Source: an optimization exercise on an open RTL-to-GDS flow (aim: small area, a short achievable clock period and few clock cycles per item). Production flows keep margins and buffers that such runs may drop.
Where RTL was checked, it was by simulation tests only, not by an equivalence proof against the original.
For runs 4 to 7, only the layout was checked, not whether the RTL still works.
Power is estimated from default activity; no workload was simulated.

[design.v]
package aud_dma_pkg;
    typedef enum logic [1:0] {
        ST_IDLE = 2'd0,
        ST_REQ  = 2'd1,
        ST_DATA = 2'd2
    } dma_state_t;
    localparam logic [2:0]  AXI_SIZE_64    = 3'd3;
    localparam logic [1:0]  AXI_BURST_INCR = 2'b01;
    localparam int unsigned BYTES_PER_BEAT = 8;
    function automatic logic [31:0] burst_bytes(input logic [4:0] beats);
        burst_bytes = {27'd0, beats} * BYTES_PER_BEAT;
    endfunction
endpackage
module audio_rd_dma #(
    parameter int              ID_W        = 4,
    parameter logic [ID_W-1:0] AXI_ID      = 1,
    parameter int              BURST_BEATS = 8,
    parameter int              FIFO_DEPTH  = 32
) (
    input  logic            gclk,
    input  logic            gresetn,
    input  logic            cfg_start,
    input  logic            cfg_stop,
    input  logic [31:0]     cfg_base,
    input  logic [15:0]     cfg_words,
    input  logic            cfg_loop,
    output logic            busy,
    output logic            done,
    output logic            err,
    output logic [ID_W-1:0] aid,
    output logic [31:0]     aaddr,
    output logic            avalid,
    output logic            awrite,
    output logic [3:0]      alen,
    output logic [2:0]      asize,
    output logic [1:0]      aburst,
    input  logic            aready,
    input  logic [ID_W-1:0] rid,
    input  logic [63:0]     rdata,
    input  logic            rlast,
    input  logic            rvalid,
    output logic            rready,
    output logic [63:0]     smp_data,
    output logic            smp_valid,
    input  logic            smp_ready
);
    localparam logic [1:0] MAX_OUT = 2'd3;
    logic [25:0] base_r;       
    logic [25:0] aaddr_r;      
    logic [12:0] whi_r;        
    logic [2:0]  llen_r;       
    logic [12:0] rk_r;         
    logic        loop_r;
    logic        busy_r, done_r, err_r, stop_r, avalid_r;
    logic        prd_r;        
    logic [1:0]  oc_r;         
    logic [2:0]  db_r;         
    logic        start_s, stop_now_s, acc_s, act_s, beat_s, id_ok_s;
    logic        last_req_s, last_burst_s, last_exp_s, cmp_s;
    logic        nat_end_s, stop_end_s, restart_s;
    logic [1:0]  oc_nxt_s;
    logic        prd_nxt_s, busy_nxt_s;
    assign start_s    = cfg_start & ~busy_r;
    assign stop_now_s = busy_r & (cfg_stop | stop_r);
    assign acc_s      = avalid_r & aready;
    assign act_s      = (oc_r != 2'd0);
    assign id_ok_s    = (rid == AXI_ID);
    assign beat_s     = rvalid & smp_ready & act_s;
    assign last_req_s   = (rk_r == whi_r);
    assign last_burst_s = prd_r & (oc_r == 2'd1);
    assign last_exp_s   = (db_r == 3'd7) | (last_burst_s & (db_r == llen_r));
    assign cmp_s        = beat_s & last_exp_s;
    always_comb begin
        case ({acc_s, cmp_s})
            2'b10:   oc_nxt_s = oc_r + 2'd1;
            2'b01:   oc_nxt_s = oc_r - 2'd1;
            default: oc_nxt_s = oc_r;
        endcase
    end
    assign nat_end_s  = cmp_s & last_burst_s & ~loop_r;
    assign stop_end_s = stop_now_s & ~avalid_r & (oc_nxt_s == 2'd0);
    assign restart_s  = prd_r & loop_r & ~stop_now_s & (oc_nxt_s == 2'd0);
    assign prd_nxt_s  = (prd_r | (acc_s & last_req_s)) & ~restart_s;
    assign busy_nxt_s = busy_r & ~nat_end_s & ~stop_end_s;
    always_ff @(posedge gclk or negedge gresetn) begin
        if (!gresetn) begin
            busy_r   <= 1'b0;
            done_r   <= 1'b0;
            err_r    <= 1'b0;
            stop_r   <= 1'b0;
            avalid_r <= 1'b0;
            prd_r    <= 1'b0;
            oc_r     <= 2'd0;
            db_r     <= 3'd0;
        end else begin
            oc_r   <= oc_nxt_s;
            stop_r <= ~start_s & (stop_r | cfg_stop);
            if (start_s) begin
                busy_r   <= (cfg_words != 16'd0);
                done_r   <= (cfg_words == 16'd0);
                err_r    <= 1'b0;
                avalid_r <= (cfg_words != 16'd0);
                prd_r    <= 1'b0;
            end else begin
                busy_r   <= busy_nxt_s;
                done_r   <= nat_end_s & ~stop_now_s;
                if (beat_s & (~id_ok_s | (rlast != last_exp_s))) begin
                    err_r <= 1'b1;
                end
                if (avalid_r & ~aready) begin
                    avalid_r <= 1'b1;
                end else begin
                    avalid_r <= busy_nxt_s & ~stop_now_s & ~prd_nxt_s &
                                (oc_nxt_s != MAX_OUT);
                end
                prd_r <= prd_nxt_s;
            end
            if (beat_s) begin
                db_r <= last_exp_s ? 3'd0 : db_r + 3'd1;
            end
        end
    end
    always_ff @(posedge gclk) begin
        if (start_s) begin
            base_r  <= cfg_base[31:6];
            aaddr_r <= cfg_base[31:6];
            whi_r   <= cfg_words[15:3];
            llen_r  <= cfg_words[2:0] - 3'd1;
            rk_r    <= {12'd0, (cfg_words[2:0] == 3'd0)};
            loop_r  <= cfg_loop;
        end else if (restart_s) begin
            aaddr_r <= base_r;
            rk_r    <= {12'd0, (llen_r == 3'd7)};
        end else if (acc_s) begin
            aaddr_r <= aaddr_r + 26'd1;
            rk_r    <= rk_r + 13'd1;
        end
    end
    assign busy      = busy_r;
    assign done      = done_r;
    assign err       = err_r;
    assign aid       = AXI_ID;
    assign aaddr     = {aaddr_r, 6'd0};
    assign avalid    = avalid_r;
    assign awrite    = 1'b0;
    assign alen      = last_req_s ? {1'b0, llen_r} : 4'd7;
    assign asize     = aud_dma_pkg::AXI_SIZE_64;
    assign aburst    = aud_dma_pkg::AXI_BURST_INCR;
    assign rready    = smp_ready & act_s;
    assign smp_data  = rdata;
    assign smp_valid = rvalid & id_ok_s & act_s;
endmodule
[run.sh]
#!/bin/bash
# synth_recipe.tcl (not shown) runs the flow's synth.tcl, then flattens the netlist and writes it again
# the make line also repeats each setting of config.mk as NAME=value (left out here)
make -C /OpenROAD-flow-scripts/flow DESIGN_CONFIG=/design/flow/config.mk WORK_HOME=/design/flow/orfs CLKGATE_MAP_FILE= SYNTH_SCRIPT=/design/flow/synth_recipe.tcl finish
[config.mk]
export PLATFORM = sky130hd
export DESIGN_NAME = audio_rd_dma
export DESIGN_NICKNAME = audio_rd_dma
export VERILOG_FILES = /design/flow/design.v
export SDC_FILE = /design/flow/constraint.sdc
export NUM_CORES = 4
export LEC_CHECK = 0
export CAP_MARGIN = 20
export CORE_MARGIN = 2
export CORE_UTILIZATION = 60
export SETUP_SLACK_MARGIN = 3.2
export SLEW_MARGIN = 20
[constraint.sdc]
create_clock -name core_clock -period 5.5 [get_ports {gclk}]
set_input_delay 1.1000 -clock core_clock [delete_from_list [all_inputs] [get_ports {gclk}]]
set_output_delay 1.1000 -clock core_clock [all_outputs]
set_load 0.01 [all_outputs]
==> results.cfg, run 1 <==
[critical_path]
cp_slowest_cell = or4b_4
cp_slowest_stage_delay_ns = 0.53
worst_setup_path_start_kind = input pin
r2r_cells = 12
reg2reg_from = db_r[0]$_DFFE_PN0P_
crit_required_ns = 4.40
worstPathMaxFanout = 2
worstPathArrival_ns = 2.04
end_kind = primary output
crit_chain = buf_6, or4b_4, nor3b_2, buf_2
worst-setup-path-type = in -> out
r2r_end = aaddr_r[6]$_DFFE_PP_
r2r_setup_slack_ns = 2.64

[synth]
yosysTopAreaCell = edfxtp_1
synth_seq_cells = 93
synth_warnings = 1
synth-main-ff-cell = edfxtp_1
synthCells = 514
synth_top_area_share_pct = 39.9
synth-async-reset-ratio_pct = 11.8
synth_area_sq_mm = 0.00527
ys_top_cells_by_area = edfxtp_1, buf_4, dfrtp_1
ys_types = 55
avgSynthCellArea_sq_um = 10.3
synth_edf_count = 70
ys_seq_area_share_pct = 49.6

[place]
dp_hpwl_mm = 7.88
postPlaceCellArea_sq_mm = 0.00577
place_inst = 633
io_buffers = 89
place_ws_ns = 1.49
gp_congestion = 0.854

[timing]
setup_tns_ns = 0
finalHoldViolCount = 0
skew_ns = 0.0125
setup_viol = 0
slew_headroom_pct = 44.6
whs_ns = 0.547
worst_slew_pin_slew_ns = 0.823
rsz0062_at_grt = yes
finalMaxSlewViolations = 0
period_needed_ns = 3.14
fin_ws_ns = 2.36
min_period_over_period_pct = 57.1
max_freq_mhz = 318

[cells_and_area]
multi_input_area_sq_mm = 0.00258
drive_above_1_share_pct = 29.7
regArea_sq_mm = 0.00262
fin_nets = 732
antenna_cells = 0
final_cells = 710
fin_area_sq_mm = 0.00698
fillerInstances = 510
syn_to_final_growth_pct = 32.3

[run_status]
status = finished clean

[floorplan]
io_pins = 241
die_w_um = 97.8
coreArea_sq_mm = 0.00864
start_util_pct = 61.1
row_count = 34
dieHeight_um = 97.8
die-area_sq_mm = 0.00956

[clock_network]
cts_sinks = 93
cts_max_level = 3
tritoncts = built
cts.reportedPaths.clkPinSlew_ns = 0.08
ctsHoldBuffers = 0
cts_buffers = 9
cts_buffer_depth = 2
clk_latency_ns = 0.37
cts_root_buf = clkbuf_8

[grt]
grt_first_pass_wirelength_mm = 21.6
grt_start_max_net_pins = 32
grt_pass1_vias = 4333
gr-total-overflow = 0
antenna_found_initial = 0
grt_use_total_pct = 28.6

[run]
drv_cap = 0

[pwr]
power.leakage_nw = 2.60
ir_drop_mv = 0.265
pwr_density_cell_mw_per_mm2 = 425

[route]
ant_nets = 0
wirelength_mm = 14.5
num_vias = 4317
drt_iter0_markers = 241
avgRoutedWirePerCell_um = 20.5
viasPerCell = 6.08
firstDrtPassIters = 5
remaining_drc_errors = 0

[worst_hold_path]
min_path_type = reg -> reg
hold_depth = 2
hold_start = rk_r[1]$_SDFFE_PP0P_
hold_end = rk_r[1]$_SDFFE_PP0P_
[cells by family after synthesis]
family | Yosys count | synth area share [%]
DFF | 93 | 49.6
and+or+nand+nor | 168 | 15.9
AOI/OAI and AO/OA | 79 | 9.66
adders and majority gates | 10 | 2.37
muxes | 7 | 1.33
buffers and inverters | 113 | 14.0
xor gates and xnor gates | 42 | 6.98
other | 2 | 0.142
[worst max path at each step]
stage,depth (start not counted),endpoint,start
finish,4,smp_valid,rid[2]
global route,4,smp_valid,rid[2]
floorplan,10,aaddr_r[3]$_DFFE_PP_,smp_ready
CTS,4,smp_valid,rid[2]
detailed placement,10,rk_r[1]$_SDFFE_PP0P_,smp_ready
global placement,8,rk_r[1]$_SDFFE_PP0P_,aready
[layer usage]
metal  global-route usage, %  wire length (um)  vias to the layer above
met5                       0                 0                        -
met4                    10.7               538                        0
met3                    9.23              1120                       69
met2                    47.7              7250                      250
met1                    35.0              5610                     2086
li1                        -                 -                     1912
[power by group]
group	internal [mW]	switching, mW
clock	0.163	0.240
combinational	0.650	0.753
sequential	1.01	0.145
total	1.83	1.14
[cells in the final DEF (no fill, tap or decap), drive strengths merged, types with 17 or more instances in the layout]
| cell type | n |
|---|---|
| edfxtp | 70 |
| buf | 66 |
| nor3 | 17 |
| dlygate4sd2 | 30 |
| xnor2 | 27 |
| inv | 18 |
| nor2 | 35 |
| conb | 17 |
| o21ai | 41 |
| nand2 | 54 |
| clkdlybuf4s50 | 47 |
[flip-flops by register name (all words and copies together) (netlist names), 2 cells and up]
| name | count |
|---|---|
| aaddr_r | 26 |
| base_r | 26 |
| rk_r | 13 |
| whi_r | 13 |
| db_r | 3 |
| llen_r | 3 |
| oc_r | 2 |
[worst max-delay path: cells and delay by family]
kind / cells / cell delay, ns
AND/OR/NAND/NOR: 2 / 0.70
buffers and inverters: 2 / 0.24
[layout make-up]
type	count	share of cell area (%)
clock buffer	12	1.94
clock inverter	4	0.377
inverter	17	1.15
multi-input combinational	329	37.0
sequential	93	37.6
tap	108	1.94
timing repair buffer	146	19.8
timing repair inverter	1	0.126
[metrics by stage]
step / util (%) / total power, mW
floorplan: - / 1.80
finish: 80.8 / 2.97
global placement: 66.9 / 2.11
detailed placement: 66.9 / 2.13
CTS: 77.7 / 2.80
global route: 80.8 / 3.11
[cells in the mapped netlist, drive strengths merged (3+ instances only)]
| library cell | instances |
|---|---|
| buf | 84 |
| edfxtp | 70 |
| nand2 | 50 |
| o21ai | 41 |
| nor2 | 35 |
| xnor2 | 27 |
| nor3 | 17 |
| inv | 16 |
| nand3 | 16 |
| xor2 | 15 |
| nand4 | 14 |
| clkbuf | 12 |
| dfxtp | 12 |
| dfrtp | 11 |
| ha | 10 |
| nor4 | 10 |
| mux2i | 7 |
| a21oi | 6 |
| nand2b | 6 |
| o31a | 5 |
| a211oi | 4 |
| a31o | 3 |
| a31oi | 3 |
| and4 | 3 |
| o21a | 3 |
[repair_timing]
item,CTS,global route
gates cloned,8,1
buffers inserted,46,6
endpoints found under the setup margin,150,77
pin swaps,39,28
gates resized for setup,179,48
Testbench counts, summed over its fixed seeds: cycles 12,291, items 9,450.
==> run 2, diff against run 1 <==
--- a/config.mk
+++ b/config.mk
@@ -8,5 +8,5 @@
 export CAP_MARGIN = 20
 export CORE_MARGIN = 2
 export CORE_UTILIZATION = 60
-export SETUP_SLACK_MARGIN = 3.2
+export SETUP_SLACK_MARGIN = 2.5
 export SLEW_MARGIN = 20
==> run 2 against run 1 <==
Combinational power is 27% lower. Power down 9.2%. Sequential power is 5% higher. Synthesized area is the same. Clock skew rose by 0.0049 ns. Non-clock buffer count decreased by 33. Final cell count decreased by 5.4%. Core utilization shrank 7.6 points. Count of clock-buffer cells in the layout shrank 3. First-iteration DRC count is 17% lower. Largest cell class unchanged. Largest power group is now sequential cells.
==> results.cfg, run 2 <==
[floorplan]
dieHeight_um = 97.8
die-area_sq_mm = 0.00956
start_util_pct = 61.1
io_pins = 241
row_count = 34
coreArea_sq_mm = 0.00864
die_w_um = 97.8

[route]
viasPerCell = 5.76
drt_iter0_markers = 200
remaining_drc_errors = 0
firstDrtPassIters = 5
ant_nets = 0
num_vias = 3868
avgRoutedWirePerCell_um = 18.0
wirelength_mm = 12.1

[clock_network]
cts_buffers = 9
cts_max_level = 3
tritoncts = built
cts_buffer_depth = 2
clk_latency_ns = 0.38
cts.reportedPaths.clkPinSlew_ns = 0.10
cts_root_buf = clkbuf_8
cts_sinks = 93

[pwr]
sw_frac_of_total_pct = 36.9
pwr_density_cell_mw_per_mm2 = 426
power_frac_seq_pct = 45.4
power.leakage_nw = 2.32
switchingPower_uw = 994
clockPowerShare_pct = 16.6
comb_power_share_pct = 37.9
p_total_mw = 2.69
p_int_mw = 1.70
ir_drop_mv = 0.230

[place]
gp_congestion = 0.815
place_inst = 632
dp_hpwl_mm = 7.80
place_ws_ns = 1.54
io_buffers = 89

[cells_and_area]
syn_to_final_growth_pct = 19.8
final_cells = 672
fin_nets = 694
mostFrequentLayoutCells = clkdlybuf4s50_1, edfxtp_1, nand2_1
final_common_cell = clkdlybuf4s50_1
final_util_pct = 73.2
top_regs = aaddr_r (26), base_r (26)
fillerInstances = 629
antenna_cells = 0
drive_above_1_share_pct = 16.5

[critical_path]
worst_setup_path_start_kind = input pin
end_kind = primary output
cp_slowest_cell = or4b_4
cp_slowest_stage_delay_ns = 0.53
worstPathArrival_ns = 2.03
reg2reg_from = oc_r[1]$_DFF_PN0_
crit_required_ns = 4.40
worstPathMaxFanout = 2
crit_chain = buf_2, or4b_4, nor3b_2, buf_2
worst-setup-path-type = in -> out
crit_start = rid[3]
critPathMostFrequentCell = buf_2

[timing]
setup_viol = 0
worst_slew_pin_slew_ns = 0.685
skew_ns = 0.0174
finalHoldViolCount = 0
rsz0062_at_grt = yes
min_period_over_period_pct = 56.9
slew_headroom_pct = 53.9
setup_tns_ns = 0
finalMaxSlewViolations = 0
fin_ws_ns = 2.37
period_needed_ns = 3.13
max_freq_mhz = 320

[worst_hold_path]
hold_start = rk_r[1]$_SDFFE_PP0P_
min_path_type = reg -> reg

[synth]
synth_most_common_cell = buf_4
ys_top_cells_by_area = edfxtp_1, buf_4, dfrtp_1
ys_seq_area_share_pct = 49.6
synth_edf_count = 70
synth_seq_cells = 93
avgSynthCellArea_sq_um = 10.3
synthCells = 514
synth_top_area_share_pct = 39.9
synth_area_sq_mm = 0.00527
synth_warnings = 1
ys_types = 55
yosysTopAreaCell = edfxtp_1
synth-async-reset-ratio_pct = 11.8
synth.cells.most_frequent = buf_4, edfxtp_1, nand2_1
synth-main-ff-cell = edfxtp_1

[grt]
antenna_found_initial = 0
gr-total-overflow = 0
grt_pass1_vias = 3883
grt_first_pass_wirelength_mm = 19.3
grt_start_max_net_pins = 46
grt_use_total_pct = 25.4

[run_status]
status = finished clean

[run]
drv_cap = 0
## run 2: routing by layer
layer	wire length, um	part of all wire [%]	track usage [%]	vias to the layer above
li1	-	-	-	1824
met1	5010	41	32.8	1824
met3	1060	8.7	8.59	32
met4	265	2.2	8.97	0
met2	5790	48	40.4	188
met5	0	0	0	-
## run 2: stage by stage
stage,area [sq um],hold slack [ns]
2_1_floorplan,5450,0.484
3_3_place_gp,5780,0.511
3_5_place_dp,5780,0.523
4_1_cts,6240,0.509
5_1_grt,6320,0.568
6_report,6320,0.533
## run 2: power by group through the flow
stage               Clock [mW]  Combinational [mW]  Sequential [mW]
floorplan                    0               0.577             1.21
global placement             0               0.885             1.22
detailed placement           0               0.909             1.23
CTS                      0.457               0.988             1.22
global route             0.480                1.12             1.25
finish                   0.448                1.02             1.22
## run 2: final cells by class
class / count / area [sq um] / share of cell area (%)
flip-flops and latches: 93 / 2630 / 41.5
repair buffers: 113 / 1100 / 17.5
clock buffers: 9 / 124 / 1.96
inverters: 17 / 66.3 / 1.05
multi-input cells: 325 / 2200 / 34.8
clock inverters: 7 / 65.1 / 1.03
well taps: 108 / 135 / 2.14
## run 2: worst max-delay path, delay by kind of cell
kind / cells / cell delay (ns)
AND/OR/NAND/NOR: 2 / 0.68
buffers and inverters: 2 / 0.24
## run 2: worst paths after layout
path                                          to  slack [ns]  cells after the start
min                         rk_r[1]$_SDFFE_PP0P_        0.53                      2
max                                    smp_valid        2.37                      4
min reg2reg                 rk_r[1]$_SDFFE_PP0P_        0.53                      2
max reg2reg                aaddr_r[21]$_DFFE_PP_        2.61                     13
min in group asynchronous      err_r$_DFFE_PN0P_        1.07                      1
max in group asynchronous      oc_r[0]$_DFF_PN0_        4.04                      1
## run 2: logic make-up (layout without fill, tap and decap cells)
logic type | count (synthesis) | count (layout) | synth area share (%)
DFF | 93 | 93 | 49.6
muxes | 7 | 7 | 1.33
adders and majority gates | 10 | 10 | 2.37
buffers and inverters | 113 | 146 | 14.0
and+or+nand+nor | 168 | 170 | 15.9
AOI/OAI and AO/OA | 79 | 79 | 9.66
xor gates and xnor gates | 42 | 42 | 6.98
other | 2 | 17 | 0.142
## run 2: what timing repair did
| action | in CTS | in global routing |
|---|---|---|
| setup endpoints to repair | 88 | 69 |
| pin swaps | 16 | 8 |
| hold buffers | 0 | 0 |
| setup buffers | 15 | 6 |
| cloned | 3 | 0 |
| resized for setup | 52 | 17 |
==> run 3, diff against run 2 <==
--- a/config.mk
+++ b/config.mk
@@ -7,6 +7,5 @@
 export LEC_CHECK = 0
 export CAP_MARGIN = 20
 export CORE_MARGIN = 2
-export CORE_UTILIZATION = 60
-export SETUP_SLACK_MARGIN = 2.5
+export CORE_UTILIZATION = 40
 export SLEW_MARGIN = 20
==> run 3 against run 2 <==
Worst hold slack improved by 0.011 ns. Core utilization fell by 25 points. Synthesized area did not move. Final area is 3.7% lower.
==> results.cfg, run 3 <==
[floorplan]
start_util_pct = 41.5
die_w_um = 119
coreArea_sq_mm = 0.0127
die-area_sq_mm = 0.0141
dieHeight_um = 119
row_count = 41
io_pins = 241

[route]
firstDrtPassIters = 4
ant_nets = 0
avgRoutedWirePerCell_um = 16.2
drt_iter0_markers = 151
wirelength_mm = 11.5
num_vias = 3627
remaining_drc_errors = 0
viasPerCell = 5.09

[timing]
finalHoldViolCount = 0
worst_slew_pin_slew_ns = 0.883
max_freq_mhz = 223
slew_headroom_pct = 40.6
finalMaxSlewViolations = 0
period_needed_ns = 4.48
setup_viol = 0
rsz0062_at_grt = no
skew_ns = 0.00761
min_period_over_period_pct = 81.5
setup_tns_ns = 0

[clock_network]
clk_latency_ns = 0.35
cts.reportedPaths.clkPinSlew_ns = 0.07
ctsHoldBuffers = 0
ctsResizeCount = 0
cts_buffers = 9
cts_buffer_depth = 2
cts_max_level = 3
cts_sinks = 93
tritoncts = built
post-cts-setup-buffer-count = 0
cts_root_buf = clkbuf_16

[critical_path]
cp_slowest_stage_delay_ns = 0.69
worst_setup_path_start_kind = input pin
crit_family = simple AND/OR/NAND/NOR gates
worst-setup-path-type = in -> reg
crit_required_ns = 5.53
cp_slowest_cell = nor2_2
end_kind = register
path_buf_inv = 3
worstPathMaxFanout = 20
worstPathArrival_ns = 4.51
crit_chain = clkdlybuf4s50_1, nor2b_1, nand2_1, nor2_1, inv_1, ha_1, mux2i_1, a311oi_2, nor2_2, nor2_1, nand2_1, buf_4

[cells_and_area]
fin_area_sq_mm = 0.00608
syn_to_final_growth_pct = 15.4
regArea_sq_mm = 0.00262
mostFrequentLayoutCells = clkdlybuf4s50_1, edfxtp_1, nand2_1
fin_nets = 671
final_common_cell = clkdlybuf4s50_1
drive_above_1_share_pct = 5.91
fillerInstances = 1213
top_regs = aaddr_r (26), base_r (26)
antenna_cells = 0
multi_input_area_sq_mm = 0.00197

[place]
dp_hpwl_mm = 8.08
gp_congestion = 0.860
io_buffers = 89
postPlaceCellArea_sq_mm = 0.00578

[synth]
synthCells = 514
synth_seq_cells = 93
synth.cells.most_frequent = buf_4, edfxtp_1, nand2_1
synth_top_area_share_pct = 39.9
ys_types = 55
ys_top_cells_by_area = edfxtp_1, buf_4, dfrtp_1
synth_warnings = 1
synth-main-ff-cell = edfxtp_1
avgSynthCellArea_sq_um = 10.3
synth-async-reset-ratio_pct = 11.8
yosysTopAreaCell = edfxtp_1
synth_most_common_cell = buf_4
synth_edf_count = 70
ys_seq_area_share_pct = 49.6
synth_area_sq_mm = 0.00527

[run]
drv_cap = 0

[grt]
grt_use_total_pct = 16.5
grt_first_pass_wirelength_mm = 18.4
gr-total-overflow = 0
antenna_found_initial = 0
grt_pass1_vias = 3543
grt_start_max_net_pins = 76

[pwr]
power.leakage_nw = 2.16
pwr_density_cell_mw_per_mm2 = 449
p_total_mw = 2.73
ir_drop_mv = 0.258

[run_status]
status = finished clean

[worst_hold_path]
min_path_type = reg -> reg
-- run 3: changes by cell type in the layout (fill, tap and decap cells not counted), sizes merged, moves of 2 or more --
cell and delta:
buf -28, clkdlybuf4s50 +12, dlygate4sd2 -3, inv -2, or2 -2
-- run 3: path summary, 6_finish.rpt --
path	from	end	slack (ns)	cells after the start
worst max register to register	oc_r[0]$_DFF_PN0_	aaddr_r[24]$_DFFE_PP_	1.34	11
min in group asynchronous	gresetn	db_r[2]$_DFFE_PN0P_	1.09	1
worst max-delay path	smp_ready	aaddr_r[24]$_DFFE_PP_	1.02	12
worst min-delay path	db_r[2]$_DFFE_PN0P_	db_r[2]$_DFFE_PN0P_	0.54	2
max in group asynchronous	gresetn	db_r[1]$_DFFE_PN0P_	4.06	1
worst min register to register	db_r[2]$_DFFE_PN0P_	db_r[2]$_DFFE_PN0P_	0.54	2
-- run 3: routing by layer --
layer	routed length (um)	up-vias	GRT usage [%]
met1	5050	1695	20.6
met2	5400	126	26.5
met4	269	0	8.04
li1	-	1771	-
met3	831	35	4.50
met5	0	-	0
-- run 3: worst reg2reg max path: stages, from the launching register on --
cell      delay, ns
dfrtp_1        0.45
ha_1           0.21
and2_1         0.15
a41oi_1        0.51
nor2_1         0.15
ha_1           0.37
nor3b_1        0.25
a311oi_2       0.11
nor2_2         0.69
nor2_1         0.22
nand2_1        0.35
buf_4          0.37
-- run 3: stage by stage --
step	cells	utilization, %	hold WS (ns)	worst slack [ns]
floorplan	529	-	0.484	1.79
global placement	697	45.5	0.518	0.746
detailed placement	697	45.5	0.530	0.594
CTS	713	47.8	0.546	0.962
global route	713	47.8	0.572	0.546
finish	713	47.8	0.544	1.02
-- run 3: report_power, final --
part,switching (mW),internal [mW],total [mW]
combinational,0.446,0.432,0.879
clock,0.271,0.366,0.637
sequential,0.198,1.02,1.21
total,0.916,1.82,2.73
-- run 3: cells by family after synthesis --
family	synth area share, %
DFF	49.6
and+or+nand+nor	15.9
xor gates and xnor gates	6.98
AOI/OAI and AO/OA	9.66
muxes	1.33
other	0.142
buffers and inverters	14.0
adders and majority gates	2.37
-- run 3: final cells by class --
type,count,area share (%)
timing repair buffer,92,15.0
multi-input combinational,323,32.4
clock inverter,5,0.946
clock buffer,11,3.99
tap,172,3.54
sequential,93,43.0
inverter,17,1.05
==> run 4, diff against run 3 <==
--- a/design.v
+++ b/design.v
@@ -45,7 +45,6 @@
     input  logic            smp_ready
 );
     localparam logic [1:0] MAX_OUT = 2'd3;
-    logic [25:0] base_r;       
     logic [25:0] aaddr_r;      
     logic [12:0] whi_r;        
     logic [2:0]  llen_r;       
@@ -58,8 +57,7 @@
     logic        start_s, stop_now_s, acc_s, act_s, beat_s, id_ok_s;
     logic        last_req_s, last_burst_s, last_exp_s, cmp_s;
     logic        nat_end_s, stop_end_s, restart_s;
-    logic [1:0]  oc_nxt_s;
-    logic        prd_nxt_s, busy_nxt_s;
+    logic [25:0] pass_base_s;
     assign start_s    = cfg_start & ~busy_r;
     assign stop_now_s = busy_r & (cfg_stop | stop_r);
     assign acc_s      = avalid_r & aready;
@@ -70,18 +68,10 @@
     assign last_burst_s = prd_r & (oc_r == 2'd1);
     assign last_exp_s   = (db_r == 3'd7) | (last_burst_s & (db_r == llen_r));
     assign cmp_s        = beat_s & last_exp_s;
-    always_comb begin
-        case ({acc_s, cmp_s})
-            2'b10:   oc_nxt_s = oc_r + 2'd1;
-            2'b01:   oc_nxt_s = oc_r - 2'd1;
-            default: oc_nxt_s = oc_r;
-        endcase
-    end
     assign nat_end_s  = cmp_s & last_burst_s & ~loop_r;
-    assign stop_end_s = stop_now_s & ~avalid_r & (oc_nxt_s == 2'd0);
-    assign restart_s  = prd_r & loop_r & ~stop_now_s & (oc_nxt_s == 2'd0);
-    assign prd_nxt_s  = (prd_r | (acc_s & last_req_s)) & ~restart_s;
-    assign busy_nxt_s = busy_r & ~nat_end_s & ~stop_end_s;
+    assign stop_end_s = stop_now_s & ~avalid_r & (oc_r == 2'd0);
+    assign restart_s  = prd_r & ~stop_now_s & (oc_r == 2'd0);
+    assign pass_base_s = aaddr_r + {13'h1fff, ~whi_r} + {25'd0, (llen_r == 3'd7)};
     always_ff @(posedge gclk or negedge gresetn) begin
         if (!gresetn) begin
             busy_r   <= 1'b0;
@@ -93,7 +83,11 @@
             oc_r     <= 2'd0;
             db_r     <= 3'd0;
         end else begin
-            oc_r   <= oc_nxt_s;
+            case ({acc_s, cmp_s})
+                2'b10:   oc_r <= oc_r + 2'd1;
+                2'b01:   oc_r <= oc_r - 2'd1;
+                default: oc_r <= oc_r;
+            endcase
             stop_r <= ~start_s & (stop_r | cfg_stop);
             if (start_s) begin
                 busy_r   <= (cfg_words != 16'd0);
@@ -102,18 +96,21 @@
                 avalid_r <= (cfg_words != 16'd0);
                 prd_r    <= 1'b0;
             end else begin
-                busy_r   <= busy_nxt_s;
-                done_r   <= nat_end_s & ~stop_now_s;
+                busy_r <= busy_r & ~nat_end_s & ~stop_end_s;
+                done_r <= nat_end_s & ~stop_now_s;
                 if (beat_s & (~id_ok_s | (rlast != last_exp_s))) begin
                     err_r <= 1'b1;
                 end
-                if (avalid_r & ~aready) begin
-                    avalid_r <= 1'b1;
+                if (avalid_r) begin
+                    avalid_r <= ~aready;
                 end else begin
-                    avalid_r <= busy_nxt_s & ~stop_now_s & ~prd_nxt_s &
-                                (oc_nxt_s != MAX_OUT);
+                    avalid_r <= busy_r & ~stop_now_s & ~prd_r & (oc_r != MAX_OUT);
                 end
-                prd_r <= prd_nxt_s;
+                if (acc_s & last_req_s) begin
+                    prd_r <= 1'b1;
+                end else if (restart_s) begin
+                    prd_r <= 1'b0;
+                end
             end
             if (beat_s) begin
                 db_r <= last_exp_s ? 3'd0 : db_r + 3'd1;
@@ -122,18 +119,17 @@
     end
     always_ff @(posedge gclk) begin
         if (start_s) begin
-            base_r  <= cfg_base[31:6];
             aaddr_r <= cfg_base[31:6];
             whi_r   <= cfg_words[15:3];
             llen_r  <= cfg_words[2:0] - 3'd1;
             rk_r    <= {12'd0, (cfg_words[2:0] == 3'd0)};
             loop_r  <= cfg_loop;
-        end else if (restart_s) begin
-            aaddr_r <= base_r;
-            rk_r    <= {12'd0, (llen_r == 3'd7)};
         end else if (acc_s) begin
             aaddr_r <= aaddr_r + 26'd1;
             rk_r    <= rk_r + 13'd1;
+        end else if (restart_s & loop_r) begin
+            aaddr_r <= pass_base_s;
+            rk_r    <= {12'd0, (llen_r == 3'd7)};
         end
     end
     assign busy      = busy_r;
--- a/config.mk
+++ b/config.mk
@@ -7,5 +7,6 @@
 export LEC_CHECK = 0
 export CAP_MARGIN = 20
 export CORE_MARGIN = 2
-export CORE_UTILIZATION = 40
+export CORE_UTILIZATION = 60
+export SETUP_SLACK_MARGIN = 3.0
 export SLEW_MARGIN = 20
==> run 4 against run 3 <==
Largest cell class is now multi-input gates. Setup slack improved by 1.2 ns. Non-clock buffer count up 64. Maximum frequency grew 38%. Sequential share of layout area decreased by 16 points. Clock power fell by 32%. Critical path depth down 5. Count of clock-buffer cells in the layout down 2. Still clean on timing, DRC and antenna. Synthesized cell count increased by 23%. Via count rose by 42%.
==> results.cfg, run 4 <==
[cells_and_area]
fin_nets = 857
fillerInstances = 593
antenna_cells = 0
syn_to_final_growth_pct = 27.3
final_util_pct = 78.5
drive_above_1_share_pct = 22.2
largest_reg_flops = 26
top_regs = aaddr_r (26), rk_r (13), whi_r (13)
final_common_cell = clkdlybuf4s50_1
max_flop_register = aaddr_r
mostFrequentLayoutCells = clkdlybuf4s50_1, buf_4, nand2_1

[floorplan]
row_count = 34
die_w_um = 98.7
start_util_pct = 61.7
io_pins = 241
die-area_sq_mm = 0.00974
coreArea_sq_mm = 0.00872
dieHeight_um = 98.7

[route]
firstDrtPassIters = 5
viasPerCell = 6.28
avgRoutedWirePerCell_um = 20.0
wirelength_mm = 16.4
ant_nets = 0
remaining_drc_errors = 0
drt_iter0_markers = 316
num_vias = 5154

[grt]
antenna_found_initial = 0
grt_first_pass_wirelength_mm = 23.9
grt_pass1_vias = 4832
gr-total-overflow = 0
grt_start_max_net_pins = 40
top_usage_layer = met2
grtUsageMet3_pct = 6.52
grt_use_total_pct = 30.8
grt_use_met2_pct = 51.9
use_met1_pct = 38.3

[critical_path]
worst_setup_path_start_kind = register
crit_required_ns = 4.40
end_kind = primary output
worst-setup-path-type = reg -> out
worstPathArrival_ns = 2.15
worstPathMaxFanout = 3

[synth]
ys_types = 66
synth-async-reset-ratio_pct = 16.4
ys_seq_area_share_pct = 34.1
synthCells = 630
ys_top_cells_by_area = edfxtp_1, buf_4, dfrtp_1
synth_top_area_share_pct = 24.6
synth_edf_count = 44
yosysTopAreaCell = edfxtp_1
synth_warnings = 1
avgSynthCellArea_sq_um = 8.54
synth.cells.most_frequent = buf_4, nand2_1, nor2_1
synth-main-ff-cell = edfxtp_1
synth_area_sq_mm = 0.00538
synth_most_common_cell = buf_4
synth_seq_cells = 67

[clock_network]
clk_latency_ns = 0.35
cts.reportedPaths.clkPinSlew_ns = 0.08
cts_buffers = 9
cts_buffer_depth = 2
ctsHoldBuffers = 0
cts_root_buf = clkbuf_8
cts_sinks = 67
cts_max_level = 3
tritoncts = built

[place]
gp_congestion = 0.953
dp_hpwl_mm = 10.3
io_buffers = 89
place_ws_ns = 1.59

[worst_hold_path]
min_path_type = reg -> reg

[pwr]
power.leakage_nw = 2.69
ir_drop_mv = 0.223
pwr_density_cell_mw_per_mm2 = 543

[timing]
fin_ws_ns = 2.25
setup_viol = 0
slew_headroom_pct = 59.1
period_needed_ns = 3.25
worst_slew_pin_slew_ns = 0.605
setup_tns_ns = 0
finalHoldViolCount = 0
skew_ns = 0.0130
finalMaxSlewViolations = 0
rsz0062_at_grt = yes
min_period_over_period_pct = 59.0
max_freq_mhz = 308

[run_status]
status = finished clean

[run]
drv_cap = 0
[run 4: cell types whose count changed after synthesis, sizes merged, moves of 9 or more]
cell,change
a21oi,+28
edfxtp,-26
nor2,+13
ha,+12
a31oi,+11
nand3,+10
inv,+9
[run 4: layout make-up]
class	count	area (sq um)	share of cell area [%]
Multi-Input combinational cell	448	3150	45.9
Sequential cell	67	1840	26.9
Timing Repair Buffer	156	1420	20.7
Tap cell	108	135	1.97
Clock buffer	9	124	1.81
Inverter	25	103	1.50
Clock inverter	7	75.1	1.10
Timing Repair inverter	1	7.51	0.110
[run 4: worst max-delay path: stages, from the launching register on]
cell and delay, ns:
edfxtp_1 0.45, xor2_1 0.18, nor4_2 0.25, nand4_1 0.18
nor4_4 0.38, buf_4 0.19, nand2b_4 0.05, buf_6 0.12
[run 4: stage by stage]
step | area (sq um) | cells | power (mW) | hold WS, ns
final | 6850 | 821 | 3.72 | 0.512
after global routing | 6850 | 821 | 3.91 | 0.562
after CTS | 6530 | 805 | 3.42 | 0.513
after detailed placement | 5840 | 737 | 2.71 | 0.496
after global placement | 5840 | 737 | 2.66 | 0.478
after floorplan | 5530 | 645 | 2.19 | 0.460
[run 4: worst paths after layout]
kind / startpoint / endpoint / cells after the start / slack [ns]
min in group asynchronous: gresetn / oc_r[0]$_DFFE_PN0P_ / 1 / 1.08
max in group asynchronous: gresetn / avalid_r$_DFF_PN0_ / 1 / 4.04
setup / recovery: whi_r[10]$_DFFE_PP_ / alen[2] / 7 / 2.25
setup reg to reg: llen_r[2]$_DFFE_PP_ / aaddr_r[12]$_DFFE_PP_ / 9 / 2.64
hold reg to reg: rk_r[8]$_SDFFE_PP0P_ / rk_r[8]$_SDFFE_PP0P_ / 1 / 0.51
hold / removal: rk_r[8]$_SDFFE_PP0P_ / rk_r[8]$_SDFFE_PP0P_ / 1 / 0.51
[run 4: per-layer routing]
metal	share of wire, %	vias to the layer above	routed length, um
met2	49	364	8080
met3	10	61	1650
met1	38	2391	6170
li1	-	2338	-
met5	0	-	0
met4	3.1	0	503
[run 4: where the power goes]
part / total (mW) / switching [mW] / internal, mW
clock network: 0.434 / 0.222 / 0.212
registers: 0.954 / 0.166 / 0.788
logic: 2.33 / 1.27 / 1.07
[run 4: repair_timing]
| item | 4_1_cts | 5_1_grt |
|---|---|---|
| pin swaps | 11 | 33 |
| setup endpoints to repair | 116 | 50 |
| gates resized for setup | 58 | 59 |
| cloned | 3 | 0 |
| buffers inserted | 49 | 16 |
| endpoints found under the hold margin | 0 | 0 |
[run 4: cells by family after synthesis]
kind of cell | synth area share [%]
xor+xnor | 7.65
simple gates | 20.1
other cells | 0.140
flops | 34.1
buf+inv | 15.1
mux | 0.977
fa+ha+maj | 5.86
compound gates | 16.1
==> run 5, diff against run 4 <==
--- a/config.mk
+++ b/config.mk
@@ -5,8 +5,9 @@
 export SDC_FILE = /design/flow/constraint.sdc
 export NUM_CORES = 4
 export LEC_CHECK = 0
+export ABC_AREA = 1
 export CAP_MARGIN = 20
 export CORE_MARGIN = 2
 export CORE_UTILIZATION = 60
-export SETUP_SLACK_MARGIN = 3.0
+export SETUP_SLACK_MARGIN = 2.5
 export SLEW_MARGIN = 20
==> run 5 against run 4 <==
Still clean on timing, DRC and antenna. Sequential share of layout area is 1.1 points higher. Clock skew grew 0.0043 ns. Power decreased by 11%. Clock power up 19%. Register-to-register slack better by 0.03 ns. Setup slack better by 0.047 ns. First-iteration DRC count fell by 2.8%. Largest power group unchanged. Highest routed layer unchanged.
==> results.cfg, run 5 <==
[run_status]
status = finished clean

[cells_and_area]
top_regs = aaddr_r (26), rk_r (13), whi_r (13)
max_flop_register = aaddr_r
drive_above_1_share_pct = 10.2
fin_nets = 993
final_cells = 960
antenna_cells = 0
final_util_pct = 71.4
fillerInstances = 770
final_common_cell = nand2_1
mostFrequentLayoutCells = nand2_1, inv_1, clkdlybuf4s50_1
largest_reg_flops = 26
syn_to_final_growth_pct = 16.0

[route]
wirelength_mm = 16.4
firstDrtPassIters = 5
remaining_drc_errors = 0
num_vias = 5289
drt_iter0_markers = 307
avgRoutedWirePerCell_um = 17.1
viasPerCell = 5.51
ant_nets = 0

[grt]
grt_use_total_pct = 32.7
gr-total-overflow = 0
grt_first_pass_wirelength_mm = 25.7
grt_pass1_vias = 5109
grt_start_max_net_pins = 37
antenna_found_initial = 0

[synth]
ys_seq_area_share_pct = 32.4
yosysTopAreaCell = edfxtp_1
synth_most_common_cell = nand2_1
synth-main-ff-cell = edfxtp_1
synthCells = 801
synth_seq_cells = 67
synth_warnings = 1
synth.cells.most_frequent = nand2_1, inv_1, buf_4
synth-async-reset-ratio_pct = 16.4
ys_top_cells_by_area = edfxtp_1, nand2_1, buf_4
ys_types = 51
synth_edf_count = 44
synth_top_area_share_pct = 23.3
avgSynthCellArea_sq_um = 7.07
synth_area_sq_mm = 0.00566

[critical_path]
end_kind = primary output
worstPathArrival_ns = 2.10
worst-setup-path-type = reg -> out
worstPathMaxFanout = 3
crit_required_ns = 4.40
r2r_cells = 15
worst_setup_path_start_kind = register

[clock_network]
cts_buffer_depth = 2
cts_sinks = 67
cts_root_buf = clkbuf_8
tritoncts = built
clk_latency_ns = 0.36
cts.reportedPaths.clkPinSlew_ns = 0.08
cts_buffers = 9
cts_max_level = 3

[timing]
setup_tns_ns = 0
worst_slew_pin_slew_ns = 0.525
rsz0062_at_grt = yes
period_needed_ns = 3.20
setup_viol = 0
min_period_over_period_pct = 58.2
slew_headroom_pct = 64.9
skew_ns = 0.0173
max_freq_mhz = 312
finalMaxSlewViolations = 0
finalHoldViolCount = 0

[place]
place_inst = 927
dp_hpwl_mm = 12.5
io_buffers = 89
gp_congestion = 0.985

[pwr]
ir_drop_mv = 0.222
pwr_density_cell_mw_per_mm2 = 501
power.leakage_nw = 3.12

[floorplan]
die-area_sq_mm = 0.0102
row_count = 35
start_util_pct = 61.6
dieHeight_um = 101
coreArea_sq_mm = 0.00920
die_w_um = 101
io_pins = 241

[run]
drv_cap = 0

[worst_hold_path]
hold_depth = 2
min_path_type = reg -> reg
-- run 5: final cells by class --
cell class,count,area [sq um],area share (%)
Timing Repair Buffer,109,1020,15.6
Sequential cell,67,1840,28.0
Clock inverter,3,47.5,0.724
Inverter,109,422,6.42
Multi-Input combinational cell,548,2900,44.1
Clock buffer,13,203,3.09
Tap cell,111,139,2.11
-- run 5: through the flow --
stage | power, mW | setup WS, ns | hold WS (ns) | cell area (sq um)
final | 3.29 | 2.30 | 0.503 | 6570
after global routing | 3.57 | 2.20 | 0.548 | 6570
after CTS | 3.25 | 2.38 | 0.496 | 6500
after detailed placement | 2.71 | 1.79 | 0.491 | 6100
after global placement | 2.67 | 1.78 | 0.476 | 6100
after floorplan | 2.17 | 2.71 | 0.462 | 5720
-- run 5: logic make-up (layout without fill, tap and decap cells) --
family	Yosys count	after routing	share of synthesized area [%]
flip-flops	67	67	32.4
other	2	17	0.133
AO/OA/AOI/OAI	85	85	8.44
XOR/XNOR	14	14	2.16
adder cells (fa/ha/maj)	24	24	5.57
AND/OR/NAND/NOR	408	408	32.2
buffers and inverters	201	234	19.1
-- run 5: power breakdown --
| group | total, mW | switching [mW] | internal [mW] |
|---|---|---|---|
| clock | 0.515 | 0.220 | 0.295 |
| sequential | 1.01 | 0.224 | 0.783 |
| combinational | 1.77 | 1.06 | 0.713 |
| total | 3.29 | 1.50 | 1.79 |
-- run 5: path summary, 6_finish.rpt --
path | startpoint | to | slack [ns]
worst min register to register | rk_r[12]$_SDFFE_PP0P_ | rk_r[12]$_SDFFE_PP0P_ | 0.50
worst max-delay path | whi_r[6]$_DFFE_PP_ | alen[2] | 2.30
max in group asynchronous | gresetn | stop_r$_DFF_PN0_ | 4.07
worst min-delay path | rk_r[12]$_SDFFE_PP0P_ | rk_r[12]$_SDFFE_PP0P_ | 0.50
worst max register to register | llen_r[2]$_DFFE_PP_ | aaddr_r[24]$_DFFE_PP_ | 2.67
min in group asynchronous | gresetn | done_r$_DFF_PN0_ | 1.09
-- run 5: layer usage --
| layer | wire length (um) | GRT usage, % | up-vias |
|---|---|---|---|
| li1 | - | - | 2591 |
| met1 | 6340 | 39.0 | 2402 |
| met2 | 7980 | 55.1 | 261 |
| met3 | 1660 | 10.2 | 35 |
| met4 | 438 | 12.5 | 0 |
| met5 | 0 | 1.92 | - |
-- run 5: critical path: stages (launching register included) --
cell and delay (ns):
edfxtp_1 0.39, inv_1 0.11, nand2_1 0.07, nand4_1 0.10
nor4_2 0.42, nor3b_4 0.32, buf_4 0.16, nand2_4 0.05
buf_6 0.12
-- run 5: repair_timing --
item / in CTS / in global routing
buffers inserted: 12 / 5
hold buffers: 0 / 0
pin swaps: 9 / 6
endpoints found under the hold margin: 0 / 0
gates resized for setup: 48 / 12
gates cloned: 0 / 0
setup endpoints to repair: 43 / 37
==> run 6, diff against run 5 <==
--- a/config.mk
+++ b/config.mk
@@ -5,7 +5,6 @@
 export SDC_FILE = /design/flow/constraint.sdc
 export NUM_CORES = 4
 export LEC_CHECK = 0
-export ABC_AREA = 1
 export CAP_MARGIN = 20
 export CORE_MARGIN = 2
 export CORE_UTILIZATION = 60
==> run 6 against run 5 <==
Still clean. Synthesized cell count is 21% lower. Count of clock-buffer cells in the layout shrank 1. Wire length shrank 8.9%. Clock skew fell by 0.0028 ns. First-iteration DRC count is 25% lower. Via count shrank 10%. Setup slack worse by 0.14 ns. Sequential power grew 7%. Power fell by 0.53%. Clock power down 4.5%. Critical path type unchanged. Highest routed layer is now met5.
==> results.cfg, run 6 <==
[run_status]
status = finished clean

[timing]
rsz0062_at_grt = yes
period_needed_ns = 3.34
max_freq_mhz = 299
skew_ns = 0.0145
whs_ns = 0.521
finalMaxSlewViolations = 0
setup_viol = 0
slew_headroom_pct = 62.2
setup_tns_ns = 0
finalHoldViolCount = 0
min_period_over_period_pct = 60.7
worst_slew_pin_slew_ns = 0.559

[floorplan]
die-area_sq_mm = 0.00974
io_pins = 241
dieHeight_um = 98.7
row_count = 34
coreArea_sq_mm = 0.00872
die_w_um = 98.7
start_util_pct = 61.7

[clock_network]
cts_max_level = 3
cts_buffer_depth = 2
cts_root_buf = clkbuf_8
tritoncts = built
cts_sinks = 67
cts.reportedPaths.clkPinSlew_ns = 0.09
cts_buffers = 9
clk_latency_ns = 0.37

[critical_path]
worst_setup_path_start_kind = register
worstPathArrival_ns = 2.24
end_kind = primary output
crit_start = whi_r[2]$_DFFE_PP_
r2r_setup_slack_ns = 2.63
worstPathMaxFanout = 3
crit_required_ns = 4.40
worstSetupEndpoint = alen[1]
worst-setup-path-type = reg -> out
r2r_cells = 9
reg2reg_from = llen_r[0]$_DFFE_PP_
r2r_end = aaddr_r[20]$_DFFE_PP_

[cells_and_area]
top_regs = aaddr_r (26), rk_r (13), whi_r (13)
largest_reg_flops = 26
fin_nets = 802
antenna_cells = 0
max_flop_register = aaddr_r
drive_above_1_share_pct = 10.6
final_util_pct = 71.1
mostFrequentLayoutCells = clkdlybuf4s50_1, nand2_1, nor2_1
syn_to_final_growth_pct = 15.2
fin_area_sq_mm = 0.00620
final_common_cell = clkdlybuf4s50_1

[grt]
top_usage_layer = met2
grt_first_pass_wirelength_mm = 23.0
grt_use_met2_pct = 49.5
grt_pass1_vias = 4461
grtUsageMet3_pct = 7.73
gr-total-overflow = 0
grt_use_total_pct = 29.8
grt_start_max_net_pins = 36
use_met1_pct = 37.4
antenna_found_initial = 0

[route]
firstDrtPassIters = 5
wirelength_mm = 15.0
ant_nets = 0
drt_iter0_markers = 230
remaining_drc_errors = 0
viasPerCell = 6.18
avgRoutedWirePerCell_um = 19.5
num_vias = 4736

[run]
drv_cap = 0

[pwr]
power.leakage_nw = 2.39
pwr_density_cell_mw_per_mm2 = 529
ir_drop_mv = 0.238
p_total_mw = 3.28

[synth]
synthAdderAreaFrac_pct = 5.86
yosysTopAreaCell = edfxtp_1
synth-main-ff-cell = edfxtp_1
synth_seq_cells = 67
synth_compound_area_share_pct = 16.1
ys_top_cells_by_area = edfxtp_1, buf_4, dfrtp_1
ys_types = 66
synth.cells.most_frequent = buf_4, nand2_1, nor2_1
synthSimpleGateAreaFrac_pct = 20.1
synth_warnings = 1
synth_top_area_share_pct = 24.6
ys_seq_area_share_pct = 34.1
synth_edf_count = 44
synth_xor_area_share_pct = 7.65
synth_top_family_by_area = simple AND/OR/NAND/NOR gates
synth_most_common_cell = buf_4
synth_area_sq_mm = 0.00538
synthMuxAreaShare_pct = 0.977
synth-async-reset-ratio_pct = 16.4
avgSynthCellArea_sq_um = 8.54
synthCells = 630

[place]
postPlaceCellArea_sq_mm = 0.00579
io_buffers = 89
dp_hpwl_mm = 11.0
gp_congestion = 0.906

[worst_hold_path]
min_path_type = reg -> reg
-- run 6: layer usage --
layer / routed length (um) / part of all wire, %
met2: 7140 / 48
met5: 36 / 0.24
met1: 5930 / 40
met3: 1420 / 9.5
met4: 429 / 2.9
-- run 6: report_power, final --
part	internal, mW	switching (mW)	total, mW
Clock	0.267	0.225	0.492
Combinational	0.772	0.934	1.71
Sequential	0.791	0.286	1.08
-- run 6: critical path, cell delays in order, from the launching register on --
cell and delay, ns:
edfxtp_1 0.41, xor2_1 0.17, nor4_2 0.32, nand4_1 0.22, nor4_4 0.37, buf_4 0.20
nand2b_4 0.06, buf_6 0.12
-- run 6: area by class of cell --
cell class	instances	area (sq um)
Clock buffer	12	178
Sequential cell	67	1840
Timing Repair Buffer	104	975
Clock inverter	4	53.8
Multi-Input combinational cell	446	2920
Inverter	25	100
Tap cell	108	135
Fill cell	700	2520
-- run 6: per-stage QoR --
stage | setup slack [ns] | cells
3_5_place_dp | 1.47 | 739
5_1_grt | 2.06 | 766
2_1_floorplan | 2.37 | 645
3_3_place_gp | 1.50 | 739
6_report | 2.16 | 766
4_1_cts | 2.10 | 759
-- run 6: logic make-up after synthesis --
logic type      count (synthesis)
buf+inv                       132
mux                             5
other cells                     2
simple gates                  214
fa+ha+maj                      24
xor+xnor                       47
compound gates                139
flops                          67
-- run 6: worst min path at each step --
stage               slack [ns]  cells after the start                 start                    to
floorplan                 0.46                      1  rk_r[8]$_SDFFE_PP0P_  rk_r[8]$_SDFFE_PP0P_
global placement          0.48                      1  rk_r[7]$_SDFFE_PP0P_  rk_r[7]$_SDFFE_PP0P_
detailed placement        0.50                      1  rk_r[8]$_SDFFE_PP0P_  rk_r[8]$_SDFFE_PP0P_
CTS                       0.52                      1  rk_r[8]$_SDFFE_PP0P_  rk_r[8]$_SDFFE_PP0P_
global route              0.54                      1  rk_r[7]$_SDFFE_PP0P_  rk_r[7]$_SDFFE_PP0P_
finish                    0.52                      1  rk_r[8]$_SDFFE_PP0P_  rk_r[8]$_SDFFE_PP0P_
-- run 6: repair_timing --
| item | 4_1_cts | 5_1_grt |
|---|---|---|
| setup endpoints to repair | 42 | 29 |
| hold buffers | 0 | 0 |
| buffers inserted | 4 | 7 |
| gates resized for setup | 39 | 24 |
| pin swaps | 7 | 7 |
| gates cloned | 0 | 0 |
==> run 7, diff against run 6 <==
--- a/design.v
+++ b/design.v
@@ -57,7 +57,8 @@
     logic        start_s, stop_now_s, acc_s, act_s, beat_s, id_ok_s;
     logic        last_req_s, last_burst_s, last_exp_s, cmp_s;
     logic        nat_end_s, stop_end_s, restart_s;
-    logic [25:0] pass_base_s;
+    logic [25:0] addr_b_s;
+    logic        addr_ci_s;
     assign start_s    = cfg_start & ~busy_r;
     assign stop_now_s = busy_r & (cfg_stop | stop_r);
     assign acc_s      = avalid_r & aready;
@@ -71,7 +72,8 @@
     assign nat_end_s  = cmp_s & last_burst_s & ~loop_r;
     assign stop_end_s = stop_now_s & ~avalid_r & (oc_r == 2'd0);
     assign restart_s  = prd_r & ~stop_now_s & (oc_r == 2'd0);
-    assign pass_base_s = aaddr_r + {13'h1fff, ~whi_r} + {25'd0, (llen_r == 3'd7)};
+    assign addr_b_s  = restart_s ? {13'h1fff, ~whi_r} : 26'd0;
+    assign addr_ci_s = restart_s ? (llen_r == 3'd7) : 1'b1;
     always_ff @(posedge gclk or negedge gresetn) begin
         if (!gresetn) begin
             busy_r   <= 1'b0;
@@ -124,12 +126,9 @@
             llen_r  <= cfg_words[2:0] - 3'd1;
             rk_r    <= {12'd0, (cfg_words[2:0] == 3'd0)};
             loop_r  <= cfg_loop;
-        end else if (acc_s) begin
-            aaddr_r <= aaddr_r + 26'd1;
-            rk_r    <= rk_r + 13'd1;
-        end else if (restart_s & loop_r) begin
-            aaddr_r <= pass_base_s;
-            rk_r    <= {12'd0, (llen_r == 3'd7)};
+        end else if (acc_s | (restart_s & loop_r)) begin
+            aaddr_r <= aaddr_r + addr_b_s + {25'd0, addr_ci_s};
+            rk_r    <= restart_s ? {12'd0, (llen_r == 3'd7)} : rk_r + 13'd1;
         end
     end
     assign busy      = busy_r;
==> run 7 against run 6 <==
Count of clock-buffer cells in the layout decreased by 3. Wire length about the same. Maximum frequency decreased by 9.9%. Non-clock buffer count increased by 37. Sequential cell count unchanged. Synthesized area decreased by 4.3%. Clock skew increased by 0.00078 ns. Power decreased by 22%. Via count decreased by 2.1%. Clock power decreased by 7.7%. Sequential share of layout area decreased by 2.4 points. Highest routed layer is now met4.
==> results.cfg, run 7 <==
[run_status]
status = finished clean

[critical_path]
cp_slowest_stage_delay_ns = 0.41
path_buf_inv = 5
crit_chain = buf_6, o21ai_4, nand3_4, buf_6, inv_8, nand2b_4, fa_2, inv_2, fa_2, a211oi_4, o21a_1, o31a_1, buf_4, o21ai_4, a31oi_1, xor2_1, o21ai_1
worst-setup-path-type = in -> reg
end_kind = register
cp_slowest_cell = fa_2
worstPathArrival_ns = 3.78
crit_required_ns = 5.58
crit_family = compound AO/OA/AOI/OAI gates
worst_setup_path_start_kind = input pin
r2r_setup_slack_ns = 1.92
worstPathMaxFanout = 4

[run]
drv_cap = 0

[place]
postPlaceCellArea_sq_mm = 0.00566
io_buffers = 89
gp_congestion = 0.922
dp_hpwl_mm = 9.35

[clock_network]
cts_buffers = 9
cts_buffer_depth = 2
tritoncts = built
clk_latency_ns = 0.36
cts_sinks = 67
ctsHoldBuffers = 0
cts_max_level = 3
cts_root_buf = clkbuf_8
cts.reportedPaths.clkPinSlew_ns = 0.09

[timing]
min_period_over_period_pct = 67.4
slew_headroom_pct = 31.3
setup_tns_ns = 0
skew_ns = 0.0152
period_needed_ns = 3.70
max_freq_mhz = 270
setup_viol = 0
finalMaxSlewViolations = 0
finalHoldViolCount = 0
rsz0062_at_grt = yes
worst_slew_pin_slew_ns = 1.03

[synth]
synth_warnings = 1
avgSynthCellArea_sq_um = 8.95
synth.cells.most_frequent = buf_4, nor2_1, nand2_1
synth_most_common_cell = buf_4
synth-main-ff-cell = edfxtp_1
synth-async-reset-ratio_pct = 16.4
yosysTopAreaCell = edfxtp_1
synth_edf_count = 44
synth_area_sq_mm = 0.00515
ys_seq_area_share_pct = 35.7
synth_top_area_share_pct = 25.7
synthCells = 575
ys_top_cells_by_area = edfxtp_1, buf_4, ha_1
synth_seq_cells = 67
ys_types = 59

[pwr]
power.leakage_nw = 2.78
ir_drop_mv = 0.231
pwr_density_cell_mw_per_mm2 = 379

[cells_and_area]
syn_to_final_growth_pct = 30.7
mostFrequentLayoutCells = clkdlybuf4s50_1, buf_4, nor2_1
largest_reg_flops = 26
fin_area_sq_mm = 0.00673
drive_above_1_share_pct = 23.7
top_regs = aaddr_r (26), rk_r (13), whi_r (13)
final_common_cell = clkdlybuf4s50_1
max_flop_register = aaddr_r
antenna_cells = 0
fin_nets = 805

[floorplan]
row_count = 33
die_w_um = 96.6
coreArea_sq_mm = 0.00826
io_pins = 241
dieHeight_um = 96.6
die-area_sq_mm = 0.00934
start_util_pct = 62.3

[route]
viasPerCell = 6.14
num_vias = 4636
wl_met3_mm = 1.21
wirelength_mm = 15.0
route.met2.wl_mm = 7.31
remaining_drc_errors = 0
firstDrtPassIters = 5
ant_nets = 0
drt_iter0_markers = 272
avgRoutedWirePerCell_um = 19.8
m1WireLength_mm = 5.75
dr.max_layer_used = met4

[worst_hold_path]
min_path_type = reg -> reg

[grt]
grt_use_total_pct = 30.3
grt_pass1_vias = 4795
grt_first_pass_wirelength_mm = 23.3
grt_start_max_net_pins = 54
gr-total-overflow = 0
antenna_found_initial = 0
## run 7: report_power, final
part,internal [mW],switching [mW]
clock network,0.218,0.236
registers,0.746,0.141
logic,0.563,0.648
## run 7: worst reg2reg max path: cells and delay by family (launching register included)
family / cells / cell delay, ns
buffers and inverters: 5 / 0.52
adder cells (fa/ha/maj): 3 / 0.97
flip-flops: 1 / 0.44
AND/OR/NAND/NOR: 2 / 0.20
AO/OA/AOI/OAI: 6 / 1.01
XOR/XNOR: 1 / 0.16
## run 7: area by class of cell
type,instances,area (sq um)
inverters,21,86.3
fillers,520,1530
well taps,105,131
clock buffers,9,124
multi-input cells,405,3180
flip-flops and latches,67,1840
repair buffers,141,1290
clock inverters,7,82.6
## run 7: per-layer routing
| layer | track usage (%) | up-vias |
|---|---|---|
| met2 | 50.9 | 253 |
| li1 | - | 2090 |
| met3 | 7.15 | 86 |
| met4 | 16.1 | 0 |
| met5 | 0 | - |
| met1 | 35.9 | 2207 |
## run 7: path summary, 6_finish.rpt
check / startpoint / end / cells after the start
max: cfg_stop / aaddr_r[18]$_DFFE_PP_ / 17
max in group asynchronous: gresetn / busy_r$_DFF_PN0_ / 1
max reg2reg: oc_r[0]$_DFFE_PN0P_ / aaddr_r[18]$_DFFE_PP_ / 17
min reg2reg: err_r$_DFFE_PN0P_ / err_r$_DFFE_PN0P_ / 2
min in group asynchronous: gresetn / err_r$_DFFE_PN0P_ / 1
min: err_r$_DFFE_PN0P_ / err_r$_DFFE_PN0P_ / 2
## run 7: cells by family (layout without fill, tap and decap cells)
| kind of cell | count (synthesis) | count (layout) | synth area share [%] |
|---|---|---|---|
| adders and majority gates | 35 | 35 | 8.80 |
| xor gates and xnor gates | 46 | 46 | 7.82 |
| buffers and inverters | 118 | 178 | 14.7 |
| other | 2 | 17 | 0.146 |
| and+or+nand+nor | 173 | 173 | 16.1 |
| AOI/OAI and AO/OA | 133 | 133 | 16.6 |
| DFF | 67 | 67 | 35.7 |
| muxes | 1 | 1 | 0.219 |
## run 7: through the flow
step | utilization, % | cells | worst slack, ns | total power [mW] | hold slack, ns
3_3_place_gp | 68.5 | 691 | 0.881 | 1.87 | 0.492
3_5_place_dp | 68.5 | 691 | 0.858 | 1.89 | 0.494
2_1_floorplan | - | 590 | 1.61 | 1.55 | 0.474
5_1_grt | 81.5 | 755 | 1.70 | 2.68 | 0.563
6_report | 81.5 | 755 | 1.80 | 2.55 | 0.529
4_1_cts | 79.6 | 749 | 1.87 | 2.47 | 0.515
## run 7: timing repair
| item | in CTS | in global routing |
|---|---|---|
| setup endpoints to repair | 30 | 27 |
| pin swaps | 35 | 14 |
| gates resized for setup | 106 | 30 |
| buffers inserted | 42 | 6 |

-- static timing again, ports no longer ideal --
How much do the figures lean on ideal ports? The routed layouts below were timed once more, with nothing changed but the port constraints. Step 1 sets driving cells, clkbuf_16 on the clock port and buf_2 on the other inputs (assumed; they add their load-dependent delay and slew). Step 2, shift: input delay + t, output delay - t, t = (earliest + latest rising clock arrival at the registers) / 2. This alone moves slack from input paths to output paths. Slacks: ideal / step 1 / step 2; pairs: ideal / step 1.
run | shift t [ns] | setup WS [ns] | worst hold slack (ns) | slew at the worst register clock pin (ns)
run 1 | 0.395 | 2.357 / 2.324 / 2.199 | 0.547 / 0.547 / 0.547 | 0.09 / 0.09
run 2 | 0.400 | 2.373 / 2.350 / 2.189 | 0.533 / 0.533 / 0.533 | 0.11 / 0.11
run 3 | 0.388 | 1.020 / 1.033 / 0.646 | 0.544 / 0.544 / 0.544 | 0.07 / 0.07
run 4 | 0.380 | 2.253 / 2.220 / 2.295 | 0.512 / 0.512 / 0.512 | 0.09 / 0.09
run 5 | 0.388 | 2.300 / 2.267 / 2.247 | 0.503 / 0.503 / 0.503 | 0.09 / 0.09
run 6 | 0.389 | 2.161 / 2.131 / 2.138 | 0.521 / 0.521 / 0.521 | 0.09 / 0.09
run 7 | 0.387 | 1.796 / 1.791 / 1.404 | 0.529 / 0.529 / 0.529 | 0.10 / 0.10
After both steps every run listed still meets setup and hold. The setup slack of run 7, which loses most, moves by -0.005 ns with the drivers and by -0.392 ns with both steps.
